Context: an optimization exercise on an open-source flow, tuned for small area, a short achievable clock period and few clock cycles. The choices shown serve that exercise and are no tape-out recipe. In this exercise RTL edits were held to simulation tests only and were not proved equivalent to the original. Power and IR drop assume default switching activity.

$ cat flow/design.v
module mips_mc_core_hs (
    input  logic        clk,
    input  logic        reset_n,
    output logic        mem_req,
    output logic        mem_we,
    output logic [15:0] mem_addr,
    output logic [31:0] mem_wdata,
    input  logic [31:0] mem_rdata,
    input  logic        mem_ready,
    output logic        retire,
    output logic        halted,
    output logic        error,
    output logic [1:0]  err_code,
    output logic [31:0] pc_dbg
);
    localparam logic [5:0] OP_RTYPE = 6'b000000;
    localparam logic [5:0] OP_ADDI  = 6'b001000;
    localparam logic [5:0] OP_LW    = 6'b100011;
    localparam logic [5:0] OP_SW    = 6'b101011;
    localparam logic [5:0] OP_BEQ   = 6'b000100;
    localparam logic [5:0] OP_J     = 6'b000010;
    localparam logic [5:0] FN_ADD   = 6'b100000;
    localparam logic [5:0] FN_SUB   = 6'b100010;
    localparam logic [5:0] FN_AND   = 6'b100100;
    localparam logic [5:0] FN_OR    = 6'b100101;
    localparam logic [5:0] FN_SLT   = 6'b101010;
    localparam logic [5:0] FN_JR    = 6'b001000;
    localparam logic [5:0] FN_BRK   = 6'b001101;
    typedef struct packed {
        logic       r;       
        logic       sub;     
        logic       f_and, f_or, f_slt, f_sum;    
        logic       wr;      
        logic [4:0] wa;
        logic       mem, sw, beq, j, jr, brk, ill;
    } dec_t;
    logic [31:0] pc_f;               
    logic [25:0] ir;                 
    dec_t        dq;                 
    logic [31:0] pc_ir;              
    logic [31:0] a_q, b_q;           
    logic        ir_v, pred_t;       
    logic        m_act, m_we;        
    logic [13:0] m_wa;               
    logic [4:0]  m_rt;               
    logic [7:0]  wcnt;               
    logic        halted_q, error_q, ret_q;
    logic [1:0]  ec_q;
    logic [31:0] rf [1:31];          
    logic [31:1] rv;
    logic stop, waiting, tmo, f_done, e_go;
    assign stop    = halted_q | error_q;
    assign waiting = ~stop & ~mem_ready;
    assign tmo     = waiting & (wcnt == 8'hff);
    assign f_done  = ~stop & ~m_act & mem_ready;
    assign e_go    = ~stop & ~m_act & ir_v & (mem_ready | tmo);
    assign mem_req   = reset_n & ~stop;
    assign mem_we    = reset_n & m_act & m_we;
    assign mem_addr  = m_act ? {m_wa, 2'b00} : pc_f[15:0];
    assign mem_wdata = b_q;
    assign retire   = ret_q;
    assign halted   = halted_q;
    assign error    = error_q;
    assign err_code = ec_q;
    assign pc_dbg   = pc_f;
    logic [5:0]  f_op;
    logic [29:0] pcw, pcw1;
    logic [13:0] hi_p, hi_m;
    logic [16:0] lo_sum;
    logic [29:0] f_tgt;
    logic [31:0] f_next;
    logic        f_pt, f_s;
    dec_t        fd;
    assign f_op   = mem_rdata[31:26];
    assign pcw    = pc_f[31:2];
    assign pcw1   = pcw + 30'd1;
    assign hi_p   = pcw[29:16] + 14'd1;
    assign hi_m   = pcw[29:16] - 14'd1;
    assign f_s    = mem_rdata[15];
    assign lo_sum = {1'b0, pcw[15:0]} + {1'b0, mem_rdata[15:0]} + 17'd1;
    assign f_tgt  = {(lo_sum[16] == f_s) ? pcw[29:16] : (f_s ? hi_m : hi_p), lo_sum[15:0]};
    assign f_pt   = (f_op == OP_BEQ) && ((mem_rdata[25:21] == mem_rdata[20:16]) || f_s);
    assign f_next = (f_op == OP_J) ? {pcw1[29:26], mem_rdata[25:0], 2'b00}
                  : {f_pt ? f_tgt : pcw1, 2'b00};
    always_comb begin
        logic [5:0] o, f;
        logic       alu_r;
        o = mem_rdata[31:26];
        f = mem_rdata[5:0];
        alu_r    = (o == OP_RTYPE) && (f == FN_ADD || f == FN_SUB || f == FN_AND || f == FN_OR
                                       || f == FN_SLT);
        fd.r     = (o == OP_RTYPE);
        fd.sub   = (o == OP_RTYPE) && f[1];
        fd.f_and = (o == OP_RTYPE) && f[2] && !f[0];
        fd.f_or  = (o == OP_RTYPE) && f[2] && f[0];
        fd.f_slt = (o == OP_RTYPE) && !f[2] && f[3];
        fd.f_sum = !((o == OP_RTYPE) && (f[2] || f[3]));
        fd.wa    = (o == OP_RTYPE) ? mem_rdata[15:11] : mem_rdata[20:16];
        fd.wr    = (alu_r || o == OP_ADDI) && (fd.wa != 5'd0);
        fd.mem   = (o == OP_LW) || (o == OP_SW);
        fd.sw    = (o == OP_SW);
        fd.beq   = (o == OP_BEQ);
        fd.j     = (o == OP_J);
        fd.jr    = (o == OP_RTYPE) && (f == FN_JR);
        fd.brk   = (o == OP_RTYPE) && (f == FN_BRK);
        fd.ill   = !(alu_r || fd.jr || fd.brk || o == OP_ADDI || fd.mem || fd.beq || fd.j);
    end
    logic [31:0] imm, opb, sum, alu, pcn, e_btgt;
    logic        slt, eq, mis, e_redir, e_stop, e_ret;
    assign imm = {{16{ir[15]}}, ir[15:0]};
    assign opb = dq.r ? b_q : imm;
    assign sum = a_q + (opb ^ {32{dq.sub}}) + {31'd0, dq.sub};
    assign slt = (a_q[31] ^ b_q[31]) ? a_q[31] : sum[31];
    assign alu = ({32{dq.f_and}} & (a_q & b_q)) | ({32{dq.f_or}} & (a_q | b_q))
               | {31'd0, dq.f_slt & slt} | ({32{dq.f_sum}} & sum);
    assign eq     = (a_q == b_q);
    assign pcn    = pc_ir + 32'd4;
    assign e_btgt = {pcn[31:2] + imm[29:0], 2'b00};
    assign mis    = (dq.jr && a_q[1:0] != 2'b00) || (dq.mem && sum[1:0] != 2'b00);
    assign e_redir = (dq.beq && (eq != pred_t)) || (dq.jr && a_q[1:0] == 2'b00);
    assign e_stop  = dq.brk || dq.ill || mis;
    assign e_ret   = !dq.mem && !dq.ill && !(dq.jr && a_q[1:0] != 2'b00);
    logic        e_wen, m_done, wen;
    logic [4:0]  wa;
    logic [31:0] wd;
    assign e_wen  = e_go && dq.wr;
    assign m_done = m_act && !stop && mem_ready;
    assign wen    = e_wen || (m_done && !m_we && m_rt != 5'd0);
    assign wa     = m_act ? m_rt : dq.wa;
    assign wd     = m_act ? mem_rdata : alu;
    always_ff @(posedge clk) begin
        for (int i = 1; i < 32; i++)
            if (wen && wa == 5'(i)) rf[i] <= wd;
    end
    always_ff @(posedge clk or negedge reset_n) begin
        if (!reset_n) rv <= '0;
        else if (wen) rv[wa] <= 1'b1;
    end
    logic [4:0]  ra, rb;
    logic [31:0] ra_val, rb_val, a_in, b_in;
    logic        byp_a, byp_b;
    assign ra = m_act ? ir[25:21] : mem_rdata[25:21];
    assign rb = m_act ? ir[20:16] : mem_rdata[20:16];
    always_comb begin
        ra_val = '0;
        rb_val = '0;
        for (int i = 1; i < 32; i++) begin
            ra_val = ra_val | ({32{rv[i] && (ra == 5'(i))}} & rf[i]);
            rb_val = rb_val | ({32{rv[i] && (rb == 5'(i))}} & rf[i]);
        end
    end
    assign byp_a = wen && (wa == ra);
    assign byp_b = wen && (wa == rb);
    assign a_in  = byp_a ? wd : ra_val;
    assign b_in  = byp_b ? wd : rb_val;
    logic m_hit, f_take, e_mem;
    assign m_hit  = m_we && ir_v && (m_wa == pc_ir[15:2]);    
    assign f_take = f_done && !(e_go && (e_redir || e_stop));
    assign e_mem  = e_go && dq.mem && !mis;
    always_ff @(posedge clk) begin
        if (f_take) begin
            ir     <= mem_rdata[25:0];
            dq     <= fd;
            pc_ir  <= pc_f;
            pred_t <= f_pt;
        end
        if ((f_take && !e_mem) || m_done) begin
            a_q <= a_in;
            b_q <= b_in;
        end
        if (e_mem) begin
            m_we <= dq.sw;
            m_wa <= sum[15:2];
            m_rt <= ir[20:16];
        end
    end
    always_ff @(posedge clk or negedge reset_n) begin
        if (!reset_n) begin
            pc_f     <= 32'd0;
            ir_v     <= 1'b0;
            m_act    <= 1'b0;
            wcnt     <= 8'd0;
            halted_q <= 1'b0;
            error_q  <= 1'b0;
            ec_q     <= 2'd0;
            ret_q    <= 1'b0;
        end else begin
            wcnt  <= waiting ? wcnt + 8'd1 : 8'd0;
            ret_q <= (e_go && e_ret) || m_done;
            if (m_act) begin
                if (m_done) begin
                    m_act <= 1'b0;
                    if (m_hit) begin
                        ir_v <= 1'b0;
                        pc_f <= pc_ir;
                    end
                end else if (tmo) begin
                    m_act   <= 1'b0;
                    error_q <= 1'b1;
                    ec_q    <= 2'd1;
                    if (ir_v) pc_f <= pc_ir;
                end
            end else if (!stop && (mem_ready || tmo)) begin
                if (e_go && e_stop) begin
                    ir_v <= 1'b0;
                    pc_f <= pcn;
                    if (dq.brk) halted_q <= 1'b1;
                    else begin
                        error_q <= 1'b1;
                        ec_q    <= dq.ill ? 2'd2 : 2'd3;
                    end
                end else if (e_go && e_redir) begin
                    ir_v <= 1'b0;
                    pc_f <= dq.jr ? a_q : (eq ? e_btgt : pcn);
                end else if (mem_ready) begin
                    ir_v <= 1'b1;
                    pc_f <= f_next;
                    if (e_mem) m_act <= 1'b1;
                end else begin
                    ir_v <= 1'b0;
                    if (e_mem) m_act <= 1'b1;
                    else begin
                        error_q <= 1'b1;
                        ec_q    <= 2'd1;
                    end
                end
            end
        end
    end
endmodule
$ cat flow/run.sh
#!/bin/bash
# synth_recipe.tcl (not shown) runs the flow's synth.tcl, then flattens the netlist and writes it again
# the make line also repeats each setting of config.mk as NAME=value (left out here)
make -C /OpenROAD-flow-scripts/flow DESIGN_CONFIG=/design/flow/config.mk WORK_HOME=/design/flow/orfs CLKGATE_MAP_FILE= SYNTH_SCRIPT=/design/flow/synth_recipe.tcl finish
$ cat flow/config.mk
export PLATFORM = sky130hd
export DESIGN_NAME = mips_mc_core_hs
export DESIGN_NICKNAME = mips_mc_core_hs
export VERILOG_FILES = /design/flow/design.v
export SDC_FILE = /design/flow/constraint.sdc
export NUM_CORES = 4
export LEC_CHECK = 0
export CAP_MARGIN = 20
export CORE_MARGIN = 2
export CORE_UTILIZATION = 25
export SLEW_MARGIN = 20
$ cat flow/constraint.sdc
create_clock -name core_clock -period 6.0 [get_ports {clk}]
set_input_delay 1.2000 -clock core_clock [delete_from_list [all_inputs] [get_ports {clk}]]
set_output_delay 1.2000 -clock core_clock [all_outputs]
set_load 0.01 [all_outputs]
==> flow_summary.yaml, run 1 <==
clocking:
  clockBufferDepth: 3
  postCtsSetupBuffers: 0
  clock_latency_ps: 850
  clkTransAtPathRegs_ps: 60
  cts.repair.resized: 0
  cts_htree_levels: 4
  root_buffer: "clkbuf_16"
  cts_sinks: 1231
  tritoncts: "yes"
  cts_hold_buf: 0
  cts_buffers: 137
synthesis:
  syn-num-nets: 5012
  synth_compound_area_frac: 0.210
  syn_avg_cell_area_um2: 12.7
  ys_warn_count: 2
  muxShareOfSynthArea: 0.0124
  synth_top_area_frac: 0.566
  yosys.cell_types.count: 92
  yosys.area.top_type: "edfxtp_1"
  syn_area_um2: 61100
  synth_xor_area_frac: 0.0258
  synth-seq-area-share: 0.598
  synth_fa_ha_area_frac: 0.0355
  synth-edff-count: 1153
  synthTopCellsByArea: "edfxtp_1 57%, a22oi_1 4.5%, a221oi_1 4.0%"
  ys.flop_type: "edfxtp_1"
  synth-simple-area-share: 0.0823
  synthCells: 4806
  synth_top_family_by_area: "compound AO/OA/AOI/OAI gates"
  yosys_register_bits: 1231
  async_flop_share: 0.0634
floorplanning:
  core_um2: 243000
  die_height_um: 498
  initial_core_util: 0.251
  die_x_um: 498
  dieArea_um2: 248000
  rows: 181
  ios: 122
drt:
  routed_wl_um: 306000
  detail-route-antenna-nets: 0
  vias: 53592
  wire_per_inst_um: 36.7
  drt_first_pass_iters: 13
  drt_iter0_drc: 12090
  routed_via_density: 6.44
  drcViolationCount: 0
global_routing:
  grt_overflow: 0
  first_global_vias: 50018
  antenna_found_initial: 15
  track_usage: 0.235
  grt_max_degree: 79
  grt_pass1_wl_um: 413000
placement:
  portBuffers: 121
  dp_slack_ps: 410
  hpwl_um: 194000
  dpl_cell_area_um2: 68000
  place_congestion: 0.985
  dp.cells: 8066
layout:
  num-nets-final: 5209
  layout-drive-gt1-share: 0.135
  final_common_cell: "edfxtp_1"
  design_area_um2: 72600
  syn_to_final_growth_pct: 18.8
  final_cell_mix: "1153 x edfxtp_1, 362 x a22oi_1, 281 x a221oi_1"
  instances_no_fill: 8325
pwr:
  p_leak_nw: 24.2
  combPwrFrac: 0.171
  clkPwrFrac: 0.371
  p_int_mw: 16.6
  sw_frac_of_total: 0.291
  ir_worst_vdd_mv: 0.235
  switching_power_mw: 6.81
  power.density_nw_per_um2: 322
  p_seq_frac: 0.458
sta:
  worst_slew_pin_slew_ps: 1270
  skew_ps: 58.6
  slew_viol_final: 0
  finalSetupViolCount: 0
  max_clock_freq_mhz: 184
  rsz0062_at_grt: "false"
  setup_ws_ps: 554
  fin_crit_ps: 5450
  finalHoldViolCount: 0
  slew_headroom: 0.157
  fin_crit_sh: 0.908
  tns_ps: 0
critical_path:
  cp.required_ps: 6420
  crit_type: "flip-flop to flip-flop"
  crit_slowest_cell: "o21ai_0"
  cp-start-kind: "flip-flop"
  critical_path.max_fanout: 31
  endpoint_kind: "flip-flop"
  rr_worst_depth: 14
  max_stage_delay_ps: 850
  rrSetupSlack_ps: 550
  cp_cell_sequence: "buf_4 > a21oi_1 > xnor2_1 > ha_1 > and4_1 > and4_1 > nand2_1 > o32ai_2 > o311ai_0 > a21oi_1 > xor2_1 > o21ai_0 > buf_4 > inv_1"
  crit_arrival_ps: 5860
min_path:
  worst_hold_path_type: "input pin to async pin"
job:
  drv_cap: 0
status:
  outcome: "complete, no violations"
-- Yosys cell counts (53+ instances only) --
cell type,instances
xnor2_1,123
nand3_1,134
buf_2,139
a22oi_1,363
nor2_1,176
buf_1,53
dfrtp_1,78
a21oi_1,204
clkbuf_1,167
a222oi_1,73
xor2_1,57
nor3_1,82
nand2_1,172
ha_1,167
a221oi_1,281
edfxtp_1,1153
and3_1,79
nand4_1,152
inv_1,152
o21ai_0,123
a22o_1,277
-- registers in the layout, indices dropped and copies added (netlist names) --
signal,count
rf,992
a_q,32
b_q,32
pc_f,32
pc_ir,32
rv,31
ir,26
dq,18
m_wa,14
wcnt,8
m_rt,5
ec_q,2
error_q,1
halted_q,1
ir_v,1
m_act,1
m_we,1
pred_t,1
ret_q,1
-- critical path: cells and delay by family, from the launching register on --
family | cells | cell delay (ps)
AOI/OAI and AO/OA | 5 | 1830
buffers and inverters | 3 | 1040
DFF | 1 | 830
and+or+nand+nor | 3 | 680
adders and majority gates | 1 | 410
xor gates and xnor gates | 2 | 220
-- layer usage --
metal / up-vias / track usage / part of all wire
met3: 1684 / 0.0991 / 0.16
met5: - / 0.000965 / 0.00060
met4: 26 / 0.143 / 0.078
li1: 20155 / - / -
met2: 5663 / 0.351 / 0.42
met1: 26064 / 0.281 / 0.34
-- power by group through the flow --
stage	combinational (mW)	sequential [mW]	clock, mW
after global routing	4.28	10.8	9.01
after floorplan	2.29	10.7	0
final	4.00	10.7	8.68
after detailed placement	3.86	10.9	0
after global placement	3.81	10.9	0
after CTS	3.88	10.7	8.66
-- final timing paths --
kind | start | to
setup / recovery | dq[18]$_DFFE_PP_ | rf[22][27]$_DFFE_PP_
hold / removal | reset_n | wcnt[5]$_DFF_PN0_
setup reg to reg | dq[18]$_DFFE_PP_ | rf[22][27]$_DFFE_PP_
hold reg to reg | dq[5]$_DFFE_PP_ | m_we$_DFFE_PP_
max in group asynchronous | reset_n | m_act$_DFF_PN0_
min in group core_clock | dq[5]$_DFFE_PP_ | m_we$_DFFE_PP_
-- through the flow --
stage / total power [mW] / hold slack [ps] / util
finish: 23.4 / 405 / 0.299
global route: 24.0 / 427 / 0.298
CTS: 23.3 / 420 / 0.298
detailed placement: 14.7 / 406 / 0.280
global placement: 14.7 / 401 / 0.280
floorplan: 13.0 / 400 / -
-- cell families (layout without fill, tap and decap cells) --
family,Yosys count,count (layout)
compound gates,1670,1670
mux,67,67
simple gates,967,967
buf+inv,520,824
fa+ha+maj,171,171
xor+xnor,180,180
other cells,0,13
flops,1231,1231
-- final cells by class --
type	count	area [µm²]
antenna	13	32.5
clock buffer	164	3590
clock inverter	82	972
fill	24375	171000
inverter	154	578
multi-input combinational	3055	22800
sequential	1231	36600
tap	3202	4010
timing repair buffer	424	4020
Testbench counts, summed over its fixed seeds: cycles 64,085.
==> run 2: changes to the inputs <==
--- a/flow/design.v
+++ b/flow/design.v
@@ -46,6 +46,9 @@
     logic [7:0]  wcnt;               
     logic        halted_q, error_q, ret_q;
     logic [1:0]  ec_q;
+    logic        w_v;                
+    logic [4:0]  w_wa;
+    logic [31:0] w_q;
     logic [31:0] rf [1:31];          
     logic [31:1] rv;
     logic stop, waiting, tmo, f_done, e_go;
@@ -115,30 +118,38 @@
                | {31'd0, dq.f_slt & slt} | ({32{dq.f_sum}} & sum);
     assign eq     = (a_q == b_q);
     assign pcn    = pc_ir + 32'd4;
-    assign e_btgt = {pcn[31:2] + imm[29:0], 2'b00};
+    logic [30:0] btw;
+    assign btw    = {pc_ir[31:2], 1'b1} + {imm[29:0], 1'b1};    
+    assign e_btgt = {btw[30:1], 2'b00};
     assign mis    = (dq.jr && a_q[1:0] != 2'b00) || (dq.mem && sum[1:0] != 2'b00);
     assign e_redir = (dq.beq && (eq != pred_t)) || (dq.jr && a_q[1:0] == 2'b00);
     assign e_stop  = dq.brk || dq.ill || mis;
     assign e_ret   = !dq.mem && !dq.ill && !(dq.jr && a_q[1:0] != 2'b00);
-    logic        e_wen, m_done, wen;
-    logic [4:0]  wa;
-    logic [31:0] wd;
+    logic        e_wen, m_done, n_wen;
+    logic [4:0]  n_wa;
+    logic [31:0] n_val;
     assign e_wen  = e_go && dq.wr;
     assign m_done = m_act && !stop && mem_ready;
-    assign wen    = e_wen || (m_done && !m_we && m_rt != 5'd0);
-    assign wa     = m_act ? m_rt : dq.wa;
-    assign wd     = m_act ? mem_rdata : alu;
+    assign n_wen  = e_wen || (m_done && !m_we && m_rt != 5'd0);
+    assign n_wa   = m_act ? m_rt : dq.wa;
+    assign n_val  = m_act ? mem_rdata : alu;
     always_ff @(posedge clk) begin
+        w_wa <= n_wa;
+        w_q  <= n_val;
         for (int i = 1; i < 32; i++)
-            if (wen && wa == 5'(i)) rf[i] <= wd;
+            if (w_v && w_wa == 5'(i)) rf[i] <= w_q;
     end
     always_ff @(posedge clk or negedge reset_n) begin
-        if (!reset_n) rv <= '0;
-        else if (wen) rv[wa] <= 1'b1;
+        if (!reset_n) begin
+            w_v <= 1'b0;
+            rv  <= '0;
+        end else begin
+            w_v <= n_wen;
+            if (w_v) rv[w_wa] <= 1'b1;
+        end
     end
     logic [4:0]  ra, rb;
     logic [31:0] ra_val, rb_val, a_in, b_in;
-    logic        byp_a, byp_b;
     assign ra = m_act ? ir[25:21] : mem_rdata[25:21];
     assign rb = m_act ? ir[20:16] : mem_rdata[20:16];
     always_comb begin
@@ -149,10 +160,17 @@
             rb_val = rb_val | ({32{rv[i] && (rb == 5'(i))}} & rf[i]);
         end
     end
-    assign byp_a = wen && (wa == ra);
-    assign byp_b = wen && (wa == rb);
-    assign a_in  = byp_a ? wd : ra_val;
-    assign b_in  = byp_b ? wd : rb_val;
+    logic        na_e, na_m, na_w, nb_e, nb_m, nb_w;
+    assign na_e = e_wen && (dq.wa == ra);
+    assign na_m = m_act && !m_we && (m_rt == ra) && (ra != 5'd0);
+    assign na_w = w_v && (w_wa == ra) && !(n_wen && n_wa == ra);
+    assign nb_e = e_wen && (dq.wa == rb);
+    assign nb_m = m_act && !m_we && (m_rt == rb) && (rb != 5'd0);
+    assign nb_w = w_v && (w_wa == rb) && !(n_wen && n_wa == rb);
+    assign a_in = ({32{na_e}} & alu) | ({32{na_m}} & mem_rdata) | ({32{na_w}} & w_q)
+                | ({32{!(na_e || na_m || na_w)}} & ra_val);
+    assign b_in = ({32{nb_e}} & alu) | ({32{nb_m}} & mem_rdata) | ({32{nb_w}} & w_q)
+                | ({32{!(nb_e || nb_m || nb_w)}} & rb_val);
     logic m_hit, f_take, e_mem;
     assign m_hit  = m_we && ir_v && (m_wa == pc_ir[15:2]);    
     assign f_take = f_done && !(e_go && (e_redir || e_stop));
--- a/flow/config.mk
+++ b/flow/config.mk
@@ -7,5 +7,8 @@
 export LEC_CHECK = 0
 export CAP_MARGIN = 20
 export CORE_MARGIN = 2
-export CORE_UTILIZATION = 25
+export CORE_UTILIZATION = 45
+export CTS_CLUSTER_DIAMETER = 60
+export CTS_CLUSTER_SIZE = 25
+export SETUP_SLACK_MARGIN = 2.0
 export SLEW_MARGIN = 20
==> run 2 against run 1 <==
Cell area is 0.80% higher. Total power grew 11%. Die area decreased by 42%. Critical path depth decreased by 4. Synthesized cell count increased by 4.5%. Setup slack improved by 1300 ps. Via count grew 2.5%. Sequential share of layout area increased by 0.68 points. Sequential power grew 18%. Critical endpoint is now b_q[21]$_DFFE_PP_. Largest power group unchanged.
==> flow_summary.yaml, run 2 <==
critical_path:
  rrSetupSlack_ps: 2010
  crit_arrival_ps: 4650
  endpoint_kind: "flip-flop"
  crit_top_cell: "nand3_1"
  endpoint: "b_q[21]$_DFFE_PP_"
  cp-start-kind: "input pin"
  critPathLaunch: "mem_rdata[18]"
  reg2reg_to: "b_q[22]$_DFFE_PP_"
  cp_cell_sequence: "clkdlybuf4s50_1 > buf_4 > nand3b_1 > a21oi_1 > and3_2 > a22o_1 > a221oi_1 > nand3_1 > o41ai_1 > nand3_1"
  max_stage_delay_ps: 940
  critical_path.max_fanout: 13
  crit_slowest_cell: "o41ai_1"
  cp.required_ps: 6490
  timing.rr.start: "b_q[13]$_DFFE_PP_"
  rr_worst_depth: 13
  crit_type: "input pin to flip-flop"
synthesis:
  syn-num-nets: 5227
  yosys.area.top_type: "edfxtp_1"
  yosys.cell_types.count: 95
  syn_area_um2: 63300
  synthTopCellsByArea: "edfxtp_1 55%, a221oi_1 4.7%, a22o_1 4.6%"
  synth_top_area_frac: 0.547
  syn_avg_cell_area_um2: 12.6
  synthCells: 5022
  synth-seq-area-share: 0.590
  ys_warn_count: 2
  synth.top_cells.by_count: "1153 x edfxtp_1, 341 x a221oi_1, 333 x a22o_1"
  yosys_register_bits: 1269
  async_flop_share: 0.0623
  synth-edff-count: 1153
  ys.flop_type: "edfxtp_1"
  synth_most_common_cell: "edfxtp_1"
sta:
  fin_crit_sh: 0.694
  holdWs_ps: 313
  finalHoldViolCount: 0
  max_clock_freq_mhz: 240
  worst_slew_pin_slew_ps: 1280
  slew_viol_final: 0
  skew_ps: 94.6
  slew_headroom: 0.146
  finalSetupViolCount: 0
  fin_crit_ps: 4160
  rsz0062_at_grt: "true"
  tns_ps: 0
global_routing:
  top_usage_layer: "met2"
  globalRouteMet2Util: 0.603
  met1_usage: 0.484
  grt_pass1_wl_um: 410000
  grt_overflow: 0
  first_global_vias: 51454
  antenna_found_initial: 12
  track_usage: 0.412
  grt_max_degree: 53
  gr-usage-met3: 0.173
floorplanning:
  die_x_um: 379
  dieArea_um2: 144000
  ios: 122
  die_height_um: 379
  rows: 137
  initial_core_util: 0.454
  core_um2: 140000
clocking:
  cts_htree_levels: 3
  clkTransAtPathRegs_ps: 80
  cts_hold_buf: 0
  tritoncts: "yes"
  clockBufferDepth: 3
  root_buffer: "clkbuf_16"
  clock_latency_ps: 830
  cts_sinks: 1269
  cts_buffers: 108
layout:
  n_fill_cell: 11804
  regMostFlops: "rf"
  syn_to_final_growth_pct: 15.6
  num-nets-final: 5364
  layout-drive-gt1-share: 0.144
  multiInputGateArea_um2: 24700
  final_cell_mix: "1153 x edfxtp_1, 340 x a221oi_1, 333 x a22o_1"
  seqCellArea_um2: 37400
  largest_reg_flops: 992
  final_common_cell: "edfxtp_1"
drt:
  detail-route-antenna-nets: 0
  routed_wl_um: 304000
  drt_first_pass_iters: 17
  routed_via_density: 7.70
  wire_per_inst_um: 42.7
  drcViolationCount: 0
  vias: 54950
  drt_iter0_drc: 12204
pwr:
  finalPower_mw: 25.9
  power.density_nw_per_um2: 354
  ir_worst_vdd_mv: 0.309
  p_leak_nw: 24.9
placement:
  portBuffers: 121
  place_congestion: 1.05
  hpwl_um: 193000
job:
  drv_cap: 0
min_path:
  worst_hold_path_type: "input pin to async pin"
status:
  outcome: "complete, no violations"
## run 2: power breakdown
part           switching, mW  internal [mW]
sequential              1.56           11.1
combinational           3.11           2.13
clock                   4.17           3.91
total                   8.83           17.1
## run 2: layout make-up
type / count / area share
well taps: 1876 / 0.0321
multi-input cells: 3237 / 0.338
diodes: 2 / 0.0000684
repair buffers: 413 / 0.0558
clock buffers: 112 / 0.0371
inverters: 130 / 0.00667
flip-flops and latches: 1269 / 0.511
clock inverters: 93 / 0.0195
## run 2: repair_timing
action | CTS | global route
setup buffers | 13 | 23
resized for setup | 62 | 75
pin swaps | 4 | 9
cloned | 0 | 1
endpoints found under the hold margin | 0 | 0
endpoints found under the setup margin | 265 | 142
## run 2: how the worst min path moves through the flow
| stage | startpoint | to | slack [ps] | cells after the start |
|---|---|---|---|---|
| finish | reset_n | rv[9]$_DFFE_PN0P_ | 310 | 1 |
| global route | reset_n | rv[25]$_DFFE_PN0P_ | 360 | 1 |
| CTS | reset_n | rv[9]$_DFFE_PN0P_ | 320 | 1 |
| detailed placement | dq[5]$_DFFE_PP_ | m_we$_DFFE_PP_ | 410 | 0 |
| global placement | dq[5]$_DFFE_PP_ | m_we$_DFFE_PP_ | 400 | 0 |
| floorplan | dq[5]$_DFFE_PP_ | m_we$_DFFE_PP_ | 400 | 0 |
## run 2: layer usage
metal  part of all wire  up-vias
met5            0.00049        -
met4              0.099       16
met3               0.15     1882
met2               0.42     5611
met1               0.33    26553
li1                   -    20888
## run 2: critical path, delay by kind of cell
| kind | cells | cell delay [ps] |
|---|---|---|
| AOI/OAI and AO/OA | 4 | 1660 |
| and+or+nand+nor | 4 | 920 |
| buffers and inverters | 2 | 850 |
## run 2: logic make-up (layout without fill, tap and decap cells)
| family | count (synthesis) | in the layout | synth area share |
|---|---|---|---|
| AO/OA/AOI/OAI | 1715 | 1715 | 0.211 |
| flip-flops | 1269 | 1269 | 0.590 |
| AND/OR/NAND/NOR | 1043 | 1044 | 0.0853 |
| buffers and inverters | 517 | 748 | 0.0336 |
| XOR/XNOR | 229 | 229 | 0.0317 |
| adder cells (fa/ha/maj) | 170 | 170 | 0.0341 |
| multiplexers | 79 | 79 | 0.0143 |
| other | 0 | 2 | 0 |
## run 2: stage by stage
| stage | setup slack (ps) | std cells | cell area [µm²] | utilization |
|---|---|---|---|---|
| floorplan | 2010 | 5022 | 63400 | - |
| global placement | 677 | 6887 | 68100 | 0.488 |
| detailed placement | 623 | 6887 | 68100 | 0.488 |
| CTS | 2000 | 7105 | 72600 | 0.521 |
| global route | 1890 | 7131 | 73200 | 0.525 |
| finish | 1840 | 7132 | 73200 | 0.525 |
Testbench counts of run 2, summed over its fixed seeds: cycles 64,085.
==> run 3: changes to the inputs <==
--- a/flow/design.v
+++ b/flow/design.v
@@ -27,7 +27,7 @@
     localparam logic [5:0] FN_JR    = 6'b001000;
     localparam logic [5:0] FN_BRK   = 6'b001101;
     typedef struct packed {
-        logic       r;       
+        logic       bimm;    
         logic       sub;     
         logic       f_and, f_or, f_slt, f_sum;    
         logic       wr;      
@@ -92,7 +92,7 @@
         f = mem_rdata[5:0];
         alu_r    = (o == OP_RTYPE) && (f == FN_ADD || f == FN_SUB || f == FN_AND || f == FN_OR
                                        || f == FN_SLT);
-        fd.r     = (o == OP_RTYPE);
+        fd.bimm  = (o == OP_ADDI);
         fd.sub   = (o == OP_RTYPE) && f[1];
         fd.f_and = (o == OP_RTYPE) && f[2] && !f[0];
         fd.f_or  = (o == OP_RTYPE) && f[2] && f[0];
@@ -108,34 +108,34 @@
         fd.brk   = (o == OP_RTYPE) && (f == FN_BRK);
         fd.ill   = !(alu_r || fd.jr || fd.brk || o == OP_ADDI || fd.mem || fd.beq || fd.j);
     end
-    logic [31:0] imm, opb, sum, alu, pcn, e_btgt;
+    logic [31:0] sum, alu, e_and, e_or, pcn, e_btgt;
+    logic [15:0] maddr;
+    logic [30:0] btw;
     logic        slt, eq, mis, e_redir, e_stop, e_ret;
-    assign imm = {{16{ir[15]}}, ir[15:0]};
-    assign opb = dq.r ? b_q : imm;
-    assign sum = a_q + (opb ^ {32{dq.sub}}) + {31'd0, dq.sub};
-    assign slt = (a_q[31] ^ b_q[31]) ? a_q[31] : sum[31];
-    assign alu = ({32{dq.f_and}} & (a_q & b_q)) | ({32{dq.f_or}} & (a_q | b_q))
-               | {31'd0, dq.f_slt & slt} | ({32{dq.f_sum}} & sum);
+    assign sum    = a_q + (b_q ^ {32{dq.sub}}) + {31'd0, dq.sub};
+    assign slt    = (a_q[31] ^ b_q[31]) ? a_q[31] : sum[31];
+    assign e_and  = a_q & b_q;
+    assign e_or   = a_q | b_q;
+    assign alu    = ({32{dq.f_and}} & e_and) | ({32{dq.f_or}} & e_or)
+                  | {31'd0, dq.f_slt & slt} | ({32{dq.f_sum}} & sum);
+    assign maddr  = a_q[15:0] + ir[15:0];                        
     assign eq     = (a_q == b_q);
     assign pcn    = pc_ir + 32'd4;
-    logic [30:0] btw;
-    assign btw    = {pc_ir[31:2], 1'b1} + {imm[29:0], 1'b1};    
+    assign btw    = {pc_ir[31:2], 1'b1} + {{14{ir[15]}}, ir[15:0], 1'b1};   
     assign e_btgt = {btw[30:1], 2'b00};
-    assign mis    = (dq.jr && a_q[1:0] != 2'b00) || (dq.mem && sum[1:0] != 2'b00);
+    assign mis    = (dq.jr && a_q[1:0] != 2'b00) || (dq.mem && maddr[1:0] != 2'b00);
     assign e_redir = (dq.beq && (eq != pred_t)) || (dq.jr && a_q[1:0] == 2'b00);
     assign e_stop  = dq.brk || dq.ill || mis;
     assign e_ret   = !dq.mem && !dq.ill && !(dq.jr && a_q[1:0] != 2'b00);
     logic        e_wen, m_done, n_wen;
     logic [4:0]  n_wa;
-    logic [31:0] n_val;
     assign e_wen  = e_go && dq.wr;
     assign m_done = m_act && !stop && mem_ready;
     assign n_wen  = e_wen || (m_done && !m_we && m_rt != 5'd0);
     assign n_wa   = m_act ? m_rt : dq.wa;
-    assign n_val  = m_act ? mem_rdata : alu;
     always_ff @(posedge clk) begin
         w_wa <= n_wa;
-        w_q  <= n_val;
+        w_q  <= m_act ? mem_rdata : alu;
         for (int i = 1; i < 32; i++)
             if (w_v && w_wa == 5'(i)) rf[i] <= w_q;
     end
@@ -149,9 +149,12 @@
         end
     end
     logic [4:0]  ra, rb;
-    logic [31:0] ra_val, rb_val, a_in, b_in;
-    assign ra = m_act ? ir[25:21] : mem_rdata[25:21];
-    assign rb = m_act ? ir[20:16] : mem_rdata[20:16];
+    logic [31:0] ra_val, rb_val, a_in, b_in, imm_x;
+    logic        bimm;
+    assign ra    = m_act ? ir[25:21] : mem_rdata[25:21];
+    assign rb    = m_act ? ir[20:16] : mem_rdata[20:16];
+    assign bimm  = m_act ? dq.bimm : fd.bimm;
+    assign imm_x = m_act ? {{16{ir[15]}}, ir[15:0]} : {{16{mem_rdata[15]}}, mem_rdata[15:0]};
     always_comb begin
         ra_val = '0;
         rb_val = '0;
@@ -160,17 +163,22 @@
             rb_val = rb_val | ({32{rv[i] && (rb == 5'(i))}} & rf[i]);
         end
     end
-    logic        na_e, na_m, na_w, nb_e, nb_m, nb_w;
+    logic na_e, na_m, na_w, na_r, nb_e, nb_m, nb_w, nb_r;
     assign na_e = e_wen && (dq.wa == ra);
     assign na_m = m_act && !m_we && (m_rt == ra) && (ra != 5'd0);
     assign na_w = w_v && (w_wa == ra) && !(n_wen && n_wa == ra);
-    assign nb_e = e_wen && (dq.wa == rb);
-    assign nb_m = m_act && !m_we && (m_rt == rb) && (rb != 5'd0);
-    assign nb_w = w_v && (w_wa == rb) && !(n_wen && n_wa == rb);
-    assign a_in = ({32{na_e}} & alu) | ({32{na_m}} & mem_rdata) | ({32{na_w}} & w_q)
-                | ({32{!(na_e || na_m || na_w)}} & ra_val);
-    assign b_in = ({32{nb_e}} & alu) | ({32{nb_m}} & mem_rdata) | ({32{nb_w}} & w_q)
-                | ({32{!(nb_e || nb_m || nb_w)}} & rb_val);
+    assign na_r = !(na_e || na_m || na_w);
+    assign nb_e = !bimm && e_wen && (dq.wa == rb);
+    assign nb_m = !bimm && m_act && !m_we && (m_rt == rb) && (rb != 5'd0);
+    assign nb_w = !bimm && w_v && (w_wa == rb) && !(n_wen && n_wa == rb);
+    assign nb_r = !bimm && !(nb_e || nb_m || nb_w);
+    assign a_in = ({32{na_e && dq.f_sum}} & sum) | ({32{na_e && dq.f_and}} & e_and)
+                | ({32{na_e && dq.f_or}} & e_or) | {31'd0, na_e && dq.f_slt && slt}
+                | ({32{na_m}} & mem_rdata) | ({32{na_w}} & w_q) | ({32{na_r}} & ra_val);
+    assign b_in = ({32{nb_e && dq.f_sum}} & sum) | ({32{nb_e && dq.f_and}} & e_and)
+                | ({32{nb_e && dq.f_or}} & e_or) | {31'd0, nb_e && dq.f_slt && slt}
+                | ({32{nb_m}} & mem_rdata) | ({32{nb_w}} & w_q) | ({32{nb_r}} & rb_val)
+                | ({32{bimm}} & imm_x);
     logic m_hit, f_take, e_mem;
     assign m_hit  = m_we && ir_v && (m_wa == pc_ir[15:2]);    
     assign f_take = f_done && !(e_go && (e_redir || e_stop));
@@ -188,7 +196,7 @@
         end
         if (e_mem) begin
             m_we <= dq.sw;
-            m_wa <= sum[15:2];
+            m_wa <= maddr[15:2];
             m_rt <= ir[20:16];
         end
     end
==> flow/flow/run.sh (new file) <==
#!/bin/bash
# Layout flow: the standard ORFS flow (standard.sh, unchanged synthesis, floorplan, power
# grid, placement, CTS and routing) with two resizer settings changed:
#  - the port buffers that buffer_ports inserts are sky130_fd_sc_hd__buf_2 rather than the slow
#    delay buffer it picks by itself;
#  - timing repair may swap a cell for any cell of the same function (MATCH_CELL_FOOTPRINT=0),
#    not only for one of the same footprint.
# Runs in the standard flow's work folder; make's full output goes to standard_make.log there, and ORFS's
# per-step logs stay under orfs/logs/.
set -euo pipefail
bash standard.sh MATCH_CELL_FOOTPRINT=0 "BUFFER_PORTS_ARGS=-buffer_cell sky130_fd_sc_hd__buf_2" finish \
    > standard_make.log 2>&1
==> flow/standard.sh (new file) <==
#!/bin/bash
# synth_recipe.tcl (not shown) runs the flow's synth.tcl, then flattens the netlist and writes it again
# the make line also repeats each setting of config.mk as NAME=value (left out here)
make -C /OpenROAD-flow-scripts/flow DESIGN_CONFIG=/design/flow/config.mk WORK_HOME=/design/flow/orfs CLKGATE_MAP_FILE= SYNTH_SCRIPT=/design/flow/synth_recipe.tcl "${@:-finish}"
--- a/flow/config.mk
+++ b/flow/config.mk
@@ -10,5 +10,5 @@
 export CORE_UTILIZATION = 45
 export CTS_CLUSTER_DIAMETER = 60
 export CTS_CLUSTER_SIZE = 25
-export SETUP_SLACK_MARGIN = 2.0
+export SETUP_SLACK_MARGIN = 2.5
 export SLEW_MARGIN = 20
removed: flow/run.sh
==> run 3 against run 2 <==
Combinational power up 7.5%. Cell area up 2.4%. Clock-buffer cell count up 3. Sequential power about the same. Clock power down 4.7%. Fmax up 7.8%. Critical path type unchanged. Critical endpoint is now a_q[24]$_DFFE_PP_.
==> flow_summary.yaml, run 3 <==
clocking:
  cts_buffers: 107
  cts_sinks: 1269
  clkTransAtPathRegs_ps: 70
  root_buffer: "clkbuf_16"
  clockBufferDepth: 3
  cts_htree_levels: 3
  cts_hold_buf: 0
  tritoncts: "yes"
  clock_latency_ps: 780
synthesis:
  synth_top_area_frac: 0.543
  yosys.cell_types.count: 90
  yosys_register_bits: 1269
  async_flop_share: 0.0623
  synthCells: 5114
  syn_avg_cell_area_um2: 12.5
  ys.flop_type: "edfxtp_1"
  syn_area_um2: 63700
  synthTopCellsByArea: "edfxtp_1 54%, a221oi_1 4.5%, a22o_1 4.2%"
  yosys.area.top_type: "edfxtp_1"
  synth_most_common_cell: "edfxtp_1"
  synth-edff-count: 1153
  synth-seq-area-share: 0.586
  ys_warn_count: 2
  syn-num-nets: 5335
  synth.top_cells.by_count: "1153 x edfxtp_1, 331 x a221oi_1, 314 x a22oi_1"
placement:
  place_congestion: 1.02
  dpl_cell_area_um2: 67600
  hpwl_um: 195000
  portBuffers: 121
sta:
  slew_viol_final: 0
  skew_ps: 67.8
  finalSetupViolCount: 0
  rsz0062_at_grt: "true"
  finalHoldViolCount: 0
  fin_crit_sh: 0.644
  max_clock_freq_mhz: 259
  tns_ps: 0
  fin_crit_ps: 3860
  worst_slew_pin_slew_ps: 1240
  holdWs_ps: 392
  slew_headroom: 0.171
pwr:
  power.density_nw_per_um2: 345
  finalPower_mw: 25.8
  ir_worst_vdd_mv: 0.258
  p_leak_nw: 26.0
status:
  outcome: "complete, no violations"
layout:
  seqCellArea_um2: 37400
  final_cell_mix: "1153 x edfxtp_1, 331 x buf_4, 326 x a221oi_1"
  design_area_um2: 74900
  utilization: 0.531
  num-nets-final: 5583
  multiInputGateArea_um2: 26500
  layout-drive-gt1-share: 0.208
  syn_to_final_growth_pct: 17.5
  regMostFlops: "rf"
  largest_reg_flops: 992
  n_fill_cell: 11857
  final_common_cell: "edfxtp_1"
drt:
  drcViolationCount: 0
  drt_first_pass_iters: 12
  drt_iter0_drc: 12995
  wire_per_inst_um: 43.3
  detail-route-antenna-nets: 0
  routed_via_density: 7.75
  vias: 57085
  routed_wl_um: 319000
global_routing:
  grt_overflow: 0
  first_global_vias: 52058
  grt_max_degree: 62
  track_usage: 0.417
  grt_pass1_wl_um: 424000
  antenna_found_initial: 22
critical_path:
  cp.required_ps: 6580
  crit_arrival_ps: 4440
  crit_type: "input pin to flip-flop"
  cp-start-kind: "input pin"
  critical_path.max_fanout: 19
  endpoint_kind: "flip-flop"
min_path:
  worst_hold_path_type: "input pin to async pin"
floorplanning:
  die_x_um: 380
  die_height_um: 380
  core_um2: 141000
  initial_core_util: 0.452
  ios: 122
  rows: 138
  dieArea_um2: 145000
job:
  drv_cap: 0
-- run 3: changes by cell type after synthesis, moves of 21 or more --
cell / delta
o211ai_1: -22
nor3_1: +21
xnor2_1: -31
a22o_1: -28
a22oi_1: +51
buf_2: -32
xor2_1: +40
o21ai_0: +35
clkbuf_1: +38
-- run 3: layout make-up --
cell class / count / share of cell area
Clock buffer: 115 / 0.0366
Inverter: 131 / 0.00668
Multi-Input combinational cell: 3336 / 0.354
Timing Repair Buffer: 517 / 0.0568
Sequential cell: 1269 / 0.499
Tap cell: 1890 / 0.0316
Antenna cell: 25 / 0.000835
Clock inverter: 86 / 0.0146
-- run 3: logic make-up (layout without fill, tap and decap cells) --
family          after synthesis  after routing  synth area share
mux                          69             70            0.0122
xor+xnor                    238            238            0.0327
fa+ha+maj                   186            186            0.0371
flops                      1269           1269             0.586
buf+inv                     520            849            0.0327
other cells                   0             25                 0
simple gates               1099           1107            0.0889
compound gates             1733           1735             0.211
-- run 3: per-layer routing --
metal  share of wire  up-vias  global-route usage  wire length [µm]
li1                -    21504                   -                 -
met1            0.32    27433               0.499            104000
met2            0.42     6171               0.622            134000
met3            0.16     1943               0.163             50100
met4           0.097       34               0.281             30800
met5          0.0016        -             0.00529               518
-- run 3: metrics by stage --
stage | std cells | setup slack (ps)
global route | 7349 | 2310
floorplan | 5114 | 2420
global placement | 6945 | 725
CTS | 7241 | 2410
detailed placement | 6947 | 714
finish | 7369 | 2140
-- run 3: what timing repair did --
action                                  4_1_cts  5_1_grt
setup buffers                                86       96
gates cloned                                  7        7
gates resized for setup                     227      128
endpoints found under the setup margin      345      245
pin swaps                                    49       73
-- run 3: final timing paths --
kind | startpoint | end | slack (ps) | depth (start not counted)
max in group asynchronous | reset_n | pc_f[4]$_DFFE_PN0P_ | 4370 | 2
setup / recovery | mem_rdata[21] | a_q[24]$_DFFE_PP_ | 2140 | 10
hold / removal | reset_n | rv[26]$_DFFE_PN0P_ | 390 | 1
setup reg to reg | m_act$_DFF_PN0_ | a_q[24]$_DFFE_PP_ | 2180 | 10
hold reg to reg | dq[5]$_DFFE_PP_ | m_we$_DFFE_PP_ | 430 | 0
min in group core_clock | dq[5]$_DFFE_PP_ | m_we$_DFFE_PP_ | 430 | 0
-- run 3: critical path, stage by stage --
cell and delay, ps:
buf_2 310, or3b_2 500, nand2_1 350, and4_2 930, buf_12 340, a22o_1 170, a221oi_1 50, nand4_1 120
o21ai_0 210, o211ai_1 220
-- run 3: power breakdown --
part,switching [mW],internal (mW),leakage (nW)
sequential,1.46,11.1,11.6
combinational,3.44,2.19,12.5
clock,3.94,3.75,1.84
Testbench counts of run 3, summed over its fixed seeds: cycles 64,085.
==> run 4: changes to the inputs <==
--- a/flow/design.v
+++ b/flow/design.v
@@ -179,18 +179,30 @@
                 | ({32{nb_e && dq.f_or}} & e_or) | {31'd0, nb_e && dq.f_slt && slt}
                 | ({32{nb_m}} & mem_rdata) | ({32{nb_w}} & w_q) | ({32{nb_r}} & rb_val)
                 | ({32{bimm}} & imm_x);
-    logic m_hit, f_take, e_mem;
+    logic m_hit, e_mem, beq_mis;
+    logic [31:0] pc_f_nx;
     assign m_hit  = m_we && ir_v && (m_wa == pc_ir[15:2]);    
-    assign f_take = f_done && !(e_go && (e_redir || e_stop));
     assign e_mem  = e_go && dq.mem && !mis;
+    assign beq_mis = e_go && dq.beq && (eq != pred_t);
+    always_comb begin
+        pc_f_nx = pc_f;
+        if (m_act) begin
+            if ((m_done && m_hit) || (!m_done && tmo && ir_v)) pc_f_nx = pc_ir;
+        end else if (!stop && (mem_ready || tmo)) begin
+            if (e_go && e_stop)                            pc_f_nx = pcn;
+            else if (e_go && dq.jr)                        pc_f_nx = a_q;
+            else if (mem_ready)                            pc_f_nx = f_next;
+        end
+        if (beq_mis) pc_f_nx = pred_t ? pcn : e_btgt;
+    end
     always_ff @(posedge clk) begin
-        if (f_take) begin
+        if (f_done) begin
             ir     <= mem_rdata[25:0];
             dq     <= fd;
             pc_ir  <= pc_f;
             pred_t <= f_pt;
         end
-        if ((f_take && !e_mem) || m_done) begin
+        if ((f_done && !e_mem) || m_done) begin
             a_q <= a_in;
             b_q <= b_in;
         end
@@ -212,24 +224,20 @@
             ret_q    <= 1'b0;
         end else begin
             wcnt  <= waiting ? wcnt + 8'd1 : 8'd0;
+            pc_f  <= pc_f_nx;
             ret_q <= (e_go && e_ret) || m_done;
             if (m_act) begin
                 if (m_done) begin
                     m_act <= 1'b0;
-                    if (m_hit) begin
-                        ir_v <= 1'b0;
-                        pc_f <= pc_ir;
-                    end
+                    if (m_hit) ir_v <= 1'b0;
                 end else if (tmo) begin
                     m_act   <= 1'b0;
                     error_q <= 1'b1;
                     ec_q    <= 2'd1;
-                    if (ir_v) pc_f <= pc_ir;
                 end
             end else if (!stop && (mem_ready || tmo)) begin
                 if (e_go && e_stop) begin
                     ir_v <= 1'b0;
-                    pc_f <= pcn;
                     if (dq.brk) halted_q <= 1'b1;
                     else begin
                         error_q <= 1'b1;
@@ -237,10 +245,8 @@
                     end
                 end else if (e_go && e_redir) begin
                     ir_v <= 1'b0;
-                    pc_f <= dq.jr ? a_q : (eq ? e_btgt : pcn);
                 end else if (mem_ready) begin
                     ir_v <= 1'b1;
-                    pc_f <= f_next;
                     if (e_mem) m_act <= 1'b1;
                 end else begin
                     ir_v <= 1'b0;
--- a/flow/config.mk
+++ b/flow/config.mk
@@ -5,10 +5,10 @@
 export SDC_FILE = /design/flow/constraint.sdc
 export NUM_CORES = 4
 export LEC_CHECK = 0
-export CAP_MARGIN = 20
+export CAP_MARGIN = 30
 export CORE_MARGIN = 2
 export CORE_UTILIZATION = 45
 export CTS_CLUSTER_DIAMETER = 60
 export CTS_CLUSTER_SIZE = 25
 export SETUP_SLACK_MARGIN = 2.5
-export SLEW_MARGIN = 20
+export SLEW_MARGIN = 30
==> run 4 against run 3 <==
Setup slack better by 110 ps. Cell area up 2.5%. Synthesized cell count down 0.25%. Non-clock buffer count up 108. Sequential power about the same. Routed wire length up 1.0%. Highest routed layer unchanged.
==> flow_summary.yaml, run 4 <==
critical_path:
  cp_cell_sequence: "buf_2 > nor3_1 > nand3_1 > nor2_1 > nor2_2 > nand4_1 > buf_4 > and4b_4 > o31a_1 > a211oi_1 > o21ai_1"
  cp.required_ps: 6610
  endpoint_kind: "flip-flop"
  cp_top_family: "simple AND/OR/NAND/NOR gates"
  max_stage_delay_ps: 680
  rrSetupSlack_ps: 2320
  crit_slowest_cell: "and4b_4"
  cp_num_buf_inv: 2
  cp-start-kind: "input pin"
  crit_arrival_ps: 4360
  crit_type: "input pin to flip-flop"
  critical_path.max_fanout: 10
pwr:
  sw_frac_of_total: 0.332
  p_seq_frac: 0.480
  power.density_nw_per_um2: 334
  finalPower_mw: 25.6
  combPwrFrac: 0.195
  ir_worst_vdd_mv: 0.256
  switching_power_mw: 8.50
  p_leak_nw: 27.1
  clkPwrFrac: 0.324
  p_int_mw: 17.1
synthesis:
  synth-seq-area-share: 0.587
  synth_most_common_cell: "edfxtp_1"
  synth_top_area_frac: 0.544
  async_flop_share: 0.0623
  syn-num-nets: 5322
  synthTopCellsByArea: "edfxtp_1 54%, a221oi_1 4.6%, a22o_1 4.2%"
  yosys_register_bits: 1269
  ys_warn_count: 2
  syn_avg_cell_area_um2: 12.5
  syn_area_um2: 63600
  synthCells: 5101
  yosys.cell_types.count: 92
  yosys.area.top_type: "edfxtp_1"
  synth-edff-count: 1153
  synth.top_cells.by_count: "1153 x edfxtp_1, 333 x a221oi_1, 314 x a22oi_1"
  ys.flop_type: "edfxtp_1"
placement:
  portBuffers: 121
  place_congestion: 1.02
  hpwl_um: 192000
clocking:
  clkTransAtPathRegs_ps: 80
  cts_buffers: 113
  clock_latency_ps: 800
  root_buffer: "clkbuf_16"
  cts_hold_buf: 0
  clockBufferDepth: 3
  tritoncts: "yes"
  cts_htree_levels: 3
  cts_sinks: 1269
drt:
  drt_iter0_drc: 12253
  met1Wirelength_um: 105000
  routed_via_density: 7.75
  routed_wl_um: 322000
  vias: 57874
  drcViolationCount: 0
  drt_first_pass_iters: 15
  wl_met2_um: 133000
  wl_met3_um: 50200
  wire_per_inst_um: 43.2
  detail-route-antenna-nets: 0
  highest_layer: "met5"
floorplanning:
  dieArea_um2: 144000
  die_height_um: 380
  die_x_um: 380
  core_um2: 140000
  initial_core_util: 0.455
  rows: 137
  ios: 122
job:
  drv_cap: 0
global_routing:
  first_global_vias: 52654
  grt_overflow: 0
  grt_pass1_wl_um: 428000
  track_usage: 0.422
  antenna_found_initial: 30
  grt_max_degree: 64
layout:
  final_common_cell: "edfxtp_1"
  syn_to_final_growth_pct: 20.7
  regMostFlops: "rf"
  num-nets-final: 5687
  final_cell_mix: "1153 x edfxtp_1, 394 x buf_4, 316 x a221oi_1"
  largest_reg_flops: 992
  layout-drive-gt1-share: 0.234
sta:
  worst_slew_pin_slew_ps: 1110
  slew_viol_final: 0
  max_clock_freq_mhz: 267
  finalSetupViolCount: 0
  skew_ps: 59.9
  rsz0062_at_grt: "true"
  fin_crit_ps: 3750
  fin_crit_sh: 0.625
  slew_headroom: 0.262
  tns_ps: 0
  finalHoldViolCount: 0
status:
  outcome: "complete, no violations"
min_path:
  worst_hold_path_type: "input pin to async pin"
-- run 4: cell count changes after synthesis, sizes merged, moves of 16 or more --
cell and change:
o221ai -21, buf +57, a31o -16, o211ai +24, nand4 -17, clkbuf -57, a21o +32, nand2 +24
-- run 4: timing repair --
| item | in CTS | in global routing |
|---|---|---|
| resized for setup | 280 | 221 |
| pin swaps | 101 | 120 |
| hold endpoints to repair | 0 | 0 |
| cloned | 9 | 10 |
| buffers inserted | 170 | 112 |
| setup endpoints to repair | 173 | 171 |
-- run 4: area by class of cell --
class / count / area, µm²
Clock buffer: 116 / 2870
Timing Repair Buffer: 625 / 5520
Inverter: 132 / 503
Tap cell: 1876 / 2350
Sequential cell: 1269 / 37400
Antenna cell: 28 / 70.1
Multi-Input combinational cell: 3325 / 26700
Clock inverter: 97 / 1380
Fill cell: 11596 / 63100
-- run 4: per-stage QoR --
| step | hold WS [ps] | setup WS [ps] | instances | utilization | area, µm² |
|---|---|---|---|---|---|
| floorplan | 400 | 2230 | 5101 | - | 63800 |
| global placement | 403 | 1150 | 6918 | 0.481 | 67300 |
| detailed placement | 412 | 1180 | 6924 | 0.483 | 67500 |
| CTS | 392 | 2320 | 7316 | 0.534 | 74600 |
| global route | 421 | 2220 | 7448 | 0.549 | 76800 |
| finish | 392 | 2250 | 7468 | 0.549 | 76800 |
-- run 4: worst paths after layout --
| kind | endpoint | from | depth (start not counted) |
|---|---|---|---|
| min in group core_clock | m_we$_DFFE_PP_ | dq[5]$_DFFE_PP_ | 0 |
| setup reg to reg | b_q[19]$_DFFE_PP_ | m_act$_DFF_PN0_ | 11 |
| hold / removal | rv[26]$_DFFE_PN0P_ | reset_n | 1 |
| max in group asynchronous | pc_f[3]$_DFFE_PN0P_ | reset_n | 2 |
| hold reg to reg | m_we$_DFFE_PP_ | dq[5]$_DFFE_PP_ | 0 |
| setup / recovery | b_q[31]$_DFFE_PP_ | mem_rdata[28] | 11 |
-- run 4: logic make-up after synthesis --
kind of cell,after synthesis,share of synthesized area
AO/OA/AOI/OAI,1752,0.213
XOR/XNOR,241,0.0332
adder cells (fa/ha/maj),186,0.0372
buffers and inverters,521,0.0335
flip-flops,1269,0.587
multiplexers,61,0.0108
AND/OR/NAND/NOR,1071,0.0855
-- run 4: power by group through the flow --
stage          Clock [mW]  Sequential, mW  Combinational (mW)
4_1_cts              8.28            12.2                4.51
3_3_place_gp            0            12.4                3.89
6_report             8.31            12.3                5.00
3_5_place_dp            0            12.4                3.93
2_1_floorplan           0            11.9                2.63
5_1_grt              8.62            12.3                5.31
-- run 4: layer usage --
layer / up-vias / global-route usage
met3: 2002 / 0.173
met1: 28097 / 0.498
li1: 21659 / -
met4: 24 / 0.308
met2: 6092 / 0.619
met5: - / 0.0129
Testbench counts of run 4, summed over its fixed seeds: cycles 64,085.
==> run 5: changes to the inputs <==
--- a/flow/config.mk
+++ b/flow/config.mk
@@ -8,7 +8,7 @@
 export CAP_MARGIN = 30
 export CORE_MARGIN = 2
 export CORE_UTILIZATION = 45
-export CTS_CLUSTER_DIAMETER = 60
+export CTS_CLUSTER_DIAMETER = 80
 export CTS_CLUSTER_SIZE = 25
 export SETUP_SLACK_MARGIN = 2.5
 export SLEW_MARGIN = 30
==> run 5 against run 4 <==
Final cell count fell by 1.1%. Routed wire length up 1.1%. Global-route usage rose by 0.20 points. Still clean on timing, DRC and antenna. Flip-flop and latch count stayed put. Hold slack got worse by 15 ps. Via count decreased by 0.54%. Largest cell class unchanged. Critical path depth decreased by 1. Total power down 8.4%. Non-clock buffer count increased by 2. Clock skew shrank 6.8 ps. Clock power shrank 27%.
==> flow_summary.yaml, run 5 <==
sta:
  skew_ps: 53.1
  slew_headroom: 0.231
  finalSetupViolCount: 0
  finalHoldViolCount: 0
  max_clock_freq_mhz: 266
  fin_crit_sh: 0.625
  rsz0062_at_grt: "true"
  fin_crit_ps: 3750
  worst_slew_pin_slew_ps: 1150
  tns_ps: 0
  setup_ws_ps: 2250
  slew_viol_final: 0
clocking:
  cts_hold_buf: 0
  clockBufferDepth: 3
  cts_htree_levels: 3
  cts_buffers: 78
  tritoncts: "yes"
  clkTransAtPathRegs_ps: 90
  cts_sinks: 1269
  root_buffer: "clkbuf_16"
  clock_latency_ps: 780
global_routing:
  grt_max_degree: 64
  antenna_found_initial: 36
  grt_pass1_wl_um: 428000
  first_global_vias: 51836
  grt_overflow: 0
  track_usage: 0.424
placement:
  dp_slack_ps: 1180
  place_congestion: 1.02
  dpl_cell_area_um2: 67500
  portBuffers: 121
  hpwl_um: 192000
drt:
  drcViolationCount: 0
  wire_per_inst_um: 44.1
  routed_wl_um: 326000
  drt_iter0_drc: 12669
  drt_first_pass_iters: 17
  vias: 57564
  detail-route-antenna-nets: 0
  routed_via_density: 7.80
floorplanning:
  ios: 122
  rows: 137
  initial_core_util: 0.455
  dieArea_um2: 144000
  core_um2: 140000
  die_x_um: 380
  die_height_um: 380
critical_path:
  crit_slowest_cell: "o21ai_0"
  critical_path.max_fanout: 11
  cp.required_ps: 6440
  endpoint_kind: "flip-flop"
  critPathLaunch: "m_act$_DFF_PN0_"
  crit_type: "flip-flop to flip-flop"
  cp_cell_sequence: "buf_4 > mux2_4 > o21a_2 > and3_4 > buf_4 > a22o_1 > a221oi_1 > nand4_1 > o21ai_0 > o2111ai_2"
  crit_top_cell: "buf_4"
  crit_arrival_ps: 4190
  timing.rr.start: "m_act$_DFF_PN0_"
  max_stage_delay_ps: 620
  cp-start-kind: "flip-flop"
layout:
  design_area_um2: 75200
  regMostFlops: "rf"
  syn_to_final_growth_pct: 18.2
  final_common_cell: "edfxtp_1"
  n_fill_cell: 11738
  layout-drive-gt1-share: 0.219
  final_cell_mix: "1153 x edfxtp_1, 390 x buf_4, 313 x a22oi_1, 313 x a221oi_1, 306 x a22o_1"
  num-nets-final: 5657
  largest_reg_flops: 992
synthesis:
  ys.flop_type: "edfxtp_1"
  ys_warn_count: 2
  syn-num-nets: 5322
  yosys.cell_types.count: 92
  syn_area_um2: 63600
  synth.top_cells.by_count: "1153 x edfxtp_1, 333 x a221oi_1, 314 x a22oi_1"
  async_flop_share: 0.0623
  synthTopCellsByArea: "edfxtp_1 54%, a221oi_1 4.6%, a22o_1 4.2%"
  synth_most_common_cell: "edfxtp_1"
  syn_avg_cell_area_um2: 12.5
  synth-edff-count: 1153
  yosys.area.top_type: "edfxtp_1"
  synth-seq-area-share: 0.587
  synthCells: 5101
  synth_top_area_frac: 0.544
  yosys_register_bits: 1269
pwr:
  power.density_nw_per_um2: 312
  finalPower_mw: 23.5
  ir_worst_vdd_mv: 0.231
  p_leak_nw: 26.3
job:
  drv_cap: 0
min_path:
  worst_hold_path_type: "input pin to async pin"
status:
  outcome: "complete, no violations"
-- run 5: cell counts after synthesis --
No cell type changed its count.
-- run 5: area by class of cell --
cell class              count  area [µm²]  share of cell area
repair buffers            627        5640              0.0750
diodes                     27        67.6            0.000898
flip-flops and latches   1269       37400               0.497
multi-input cells        3328       26700               0.355
inverters                 132         513             0.00682
well taps                1876        2350              0.0312
clock inverters            37         542             0.00720
clock buffers              87        2030              0.0269
-- run 5: what timing repair did --
| action | CTS | global route |
|---|---|---|
| setup endpoints to repair | 181 | 197 |
| buffers inserted | 133 | 149 |
| resized for setup | 256 | 227 |
| pin swaps | 83 | 98 |
| cloned | 13 | 13 |
-- run 5: cells by family (layout without fill, tap and decap cells) --
family / count (synthesis) / after routing / share of synthesized area
AOI/OAI and AO/OA: 1752 / 1753 / 0.213
xor gates and xnor gates: 241 / 241 / 0.0332
adders and majority gates: 186 / 186 / 0.0372
buffers and inverters: 521 / 883 / 0.0335
DFF: 1269 / 1269 / 0.587
muxes: 61 / 61 / 0.0108
other: 0 / 27 / 0
and+or+nand+nor: 1071 / 1087 / 0.0855
-- run 5: per-layer routing --
metal	wire [µm]	GRT usage	vias up
met2	134000	0.621	6082
li1	-	-	21537
met4	33500	0.306	34
met1	106000	0.497	27878
met3	51700	0.181	2033
met5	828	0.0169	-
-- run 5: worst max-delay path: cells and delay by family, from the launching register on --
| family | cells | cell delay (ps) |
|---|---|---|
| buf+inv | 2 | 420 |
| mux | 1 | 360 |
| flops | 1 | 550 |
| compound gates | 5 | 1610 |
| simple gates | 2 | 470 |
-- run 5: final timing paths --
check | end | slack [ps] | cells after the start
min | rv[26]$_DFFE_PN0P_ | 380 | 1
max reg2reg | b_q[28]$_DFFE_PP_ | 2250 | 10
max in group asynchronous | pc_f[3]$_DFFE_PN0P_ | 4390 | 2
min in group core_clock | m_we$_DFFE_PP_ | 440 | 0
min reg2reg | m_we$_DFFE_PP_ | 440 | 0
max | b_q[28]$_DFFE_PP_ | 2250 | 10
-- run 5: through the flow --
stage / util / hold slack (ps) / instances
finish: 0.538 / 378 / 7383
global route: 0.537 / 428 / 7366
CTS: 0.519 / 417 / 7194
detailed placement: 0.483 / 412 / 6924
floorplan: - / 400 / 5101
global placement: 0.481 / 403 / 6918
-- run 5: where the power goes --
group	internal, mW	switching [mW]	total, mW
logic	2.02	3.03	5.05
registers	10.9	1.38	12.3
clock network	2.65	3.46	6.10
total	15.6	7.87	23.5
==> run 6: changes to the inputs <==
--- a/flow/config.mk
+++ b/flow/config.mk
@@ -5,10 +5,10 @@
 export SDC_FILE = /design/flow/constraint.sdc
 export NUM_CORES = 4
 export LEC_CHECK = 0
-export CAP_MARGIN = 30
+export CAP_MARGIN = 20
 export CORE_MARGIN = 2
 export CORE_UTILIZATION = 45
 export CTS_CLUSTER_DIAMETER = 80
 export CTS_CLUSTER_SIZE = 25
 export SETUP_SLACK_MARGIN = 2.5
-export SLEW_MARGIN = 30
+export SLEW_MARGIN = 20
==> run 6 against run 5 <==
Register-to-register slack improved by 30 ps. Non-clock buffer count is 28 higher. Die area unchanged. Critical endpoint unchanged. Area after synthesis unchanged. Critical path depth increased by 2. Clock skew grew 7.2 ps. Flip-flop and latch count unchanged. Synthesized cell count did not move. Setup slack better by 35 ps. Sequential power about the same. Sequential share of layout area down 0.21 points.
==> flow_summary.yaml, run 6 <==
critical_path:
  cp-start-kind: "flip-flop"
  max_stage_delay_ps: 490
  endpoint_kind: "flip-flop"
  cp_cell_sequence: "buf_6 > mux2_4 > fa_2 > a21o_1 > a21o_4 > a2111oi_4 > o211a_4 > or3_4 > a21oi_4 > or3_4 > xnor2_4 > o2111ai_2"
  critical_path.max_fanout: 3
  cp.required_ps: 6440
  crit_type: "flip-flop to flip-flop"
  crit_top_cell: "or3_4"
  crit_slowest_cell: "edfxtp_1"
  crit_arrival_ps: 4160
layout:
  instances_no_fill: 7428
  layout-drive-gt1-share: 0.225
  utilization: 0.540
  num-nets-final: 5689
  seqCellArea_um2: 37400
  syn_to_final_growth_pct: 18.7
  final_cell_mix: "1153 x edfxtp_1, 412 x buf_4, 319 x a221oi_1"
  n_fill_cell: 11547
  design_area_um2: 75500
  final_common_cell: "edfxtp_1"
  largest_reg_flops: 992
  multiInputGateArea_um2: 26700
  regMostFlops: "rf"
placement:
  hpwl_um: 191000
  dp.cells: 6920
  dp_slack_ps: 1210
  portBuffers: 121
  place_congestion: 1.02
  dpl_cell_area_um2: 67400
drt:
  drt_iter0_drc: 12605
  detail-route-antenna-nets: 0
  routed_via_density: 7.78
  drcViolationCount: 0
  routed_wl_um: 326000
  drt_first_pass_iters: 17
  vias: 57817
  wire_per_inst_um: 43.9
pwr:
  power.density_nw_per_um2: 314
  ir_worst_vdd_mv: 0.245
  finalPower_mw: 23.7
  p_leak_nw: 26.4
sta:
  finalSetupViolCount: 0
  slew_headroom: 0.173
  fin_crit_sh: 0.620
  holdWs_ps: 379
  slew_viol_final: 0
  max_clock_freq_mhz: 269
  fin_crit_ps: 3720
  finalHoldViolCount: 0
  skew_ps: 60.3
  setup_ws_ps: 2280
  tns_ps: 0
  rsz0062_at_grt: "true"
  worst_slew_pin_slew_ps: 1240
synthesis:
  async_flop_share: 0.0623
  syn_area_um2: 63600
  synth.top_cells.by_count: "1153 x edfxtp_1, 333 x a221oi_1, 314 x a22oi_1"
  yosys.cell_types.count: 92
  ys_warn_count: 2
  ys.flop_type: "edfxtp_1"
  syn-num-nets: 5322
  synth-seq-area-share: 0.587
  synth_most_common_cell: "edfxtp_1"
  synth-edff-count: 1153
  yosys.area.top_type: "edfxtp_1"
  synth_top_area_frac: 0.544
  yosys_register_bits: 1269
  synthTopCellsByArea: "edfxtp_1 54%, a221oi_1 4.6%, a22o_1 4.2%"
  synthCells: 5101
  syn_avg_cell_area_um2: 12.5
clocking:
  cts_buffers: 79
  clkTransAtPathRegs_ps: 90
  clockBufferDepth: 3
  cts_htree_levels: 3
  tritoncts: "yes"
  cts_sinks: 1269
  clock_latency_ps: 790
  root_buffer: "clkbuf_16"
floorplanning:
  core_um2: 140000
  dieArea_um2: 144000
  initial_core_util: 0.455
  rows: 137
  ios: 122
  die_height_um: 380
  die_x_um: 380
global_routing:
  grt_overflow: 0
  track_usage: 0.420
  grt_max_degree: 64
  grt_pass1_wl_um: 425000
  antenna_found_initial: 37
  first_global_vias: 52048
min_path:
  worst_hold_path_type: "input pin to async pin"
status:
  outcome: "complete, no violations"
job:
  drv_cap: 0
run 6: critical path: cells and delay by family (launching register included):
| family | cells | cell delay [ps] |
|---|---|---|
| AO/OA/AOI/OAI | 6 | 1220 |
| AND/OR/NAND/NOR | 2 | 610 |
| flip-flops | 1 | 490 |
| adder cells (fa/ha/maj) | 1 | 400 |
| multiplexers | 1 | 280 |
| XOR/XNOR | 1 | 250 |
| buffers and inverters | 1 | 170 |
run 6: final cells by class:
class,instances,area share
timing repair buffer,655,0.0766
antenna,35,0.00116
multi-input combinational,3331,0.353
clock buffer,86,0.0267
inverter,132,0.00689
tap,1876,0.0311
clock inverter,44,0.00921
sequential,1269,0.495
run 6: routing by layer:
layer  part of all wire  global-route usage
met3               0.16               0.182
met1               0.32               0.489
met2               0.41               0.617
met5             0.0032              0.0205
met4               0.10               0.303
run 6: cells by family (layout without fill, tap and decap cells):
logic type	Yosys count	count (layout)	share of synthesized area
buffers and inverters	521	917	0.0335
XOR/XNOR	241	241	0.0332
AO/OA/AOI/OAI	1752	1753	0.213
other	0	35	0
multiplexers	61	61	0.0108
flip-flops	1269	1269	0.587
adder cells (fa/ha/maj)	186	186	0.0372
AND/OR/NAND/NOR	1071	1090	0.0855
run 6: power breakdown:
group	switching, mW	total, mW	internal [mW]
Sequential	1.38	12.3	10.9
Clock	3.54	6.29	2.75
Combinational	3.08	5.11	2.03
run 6: path summary, 6_finish.rpt:
check / cells after the start / end / startpoint / slack (ps)
worst max-delay path: 12 / b_q[28]$_DFFE_PP_ / dq[17]$_DFFE_PP_ / 2280
worst min-delay path: 1 / rv[14]$_DFFE_PN0P_ / reset_n / 380
worst max register to register: 12 / b_q[28]$_DFFE_PP_ / dq[17]$_DFFE_PP_ / 2280
worst min register to register: 0 / m_we$_DFFE_PP_ / dq[5]$_DFFE_PP_ / 430
max in group asynchronous: 2 / pc_f[2]$_DFFE_PN0P_ / reset_n / 4380
min in group core_clock: 0 / m_we$_DFFE_PP_ / dq[5]$_DFFE_PP_ / 430
run 6: what timing repair did:
action                     in CTS  in global routing
hold buffers                    0                  0
setup endpoints to repair     168                186
pin swaps                      77                125
resized for setup             255                252
setup buffers                 143                171
gates cloned                   10                 19

[what the ideal ports hide]
The flow's constraints put no driver on any port. The routed layouts listed below were extracted and timed again, unchanged, in two steps.
Step 1, drivers: a clkbuf_16 drives clk and a buf_2 each remaining input, both assumed.
Step 2 adds t to the input delays and takes it off the output delays; t is the mean of the earliest and latest rising clock arrival at the registers after step 1. Input paths then give back, and output paths get back, about the clock's delay inside the block.
a / b / c = ideal / step 1 / step 2; a / b = the first two.
run	t, ns	setup slack, ns	cell pins on the clock port's net
run 1	0.909	0.554 / 0.554 / -0.118	1
run 2	0.871	1.837 / 1.901 / 1.030	1
run 3	0.841	2.138 / 2.185 / 1.358	1
run 4	0.846	2.250 / 2.264 / 1.418	1
run 5	0.839	2.247 / 2.247 / 1.471	1
run 6	0.843	2.282 / 2.282 / 1.505	1
With both steps, setup timing fails in run 1, where it was met with ideal ports. The setup slack of run 4, which loses most, moves by +0.014 ns with the drivers and by -0.832 ns with both steps.
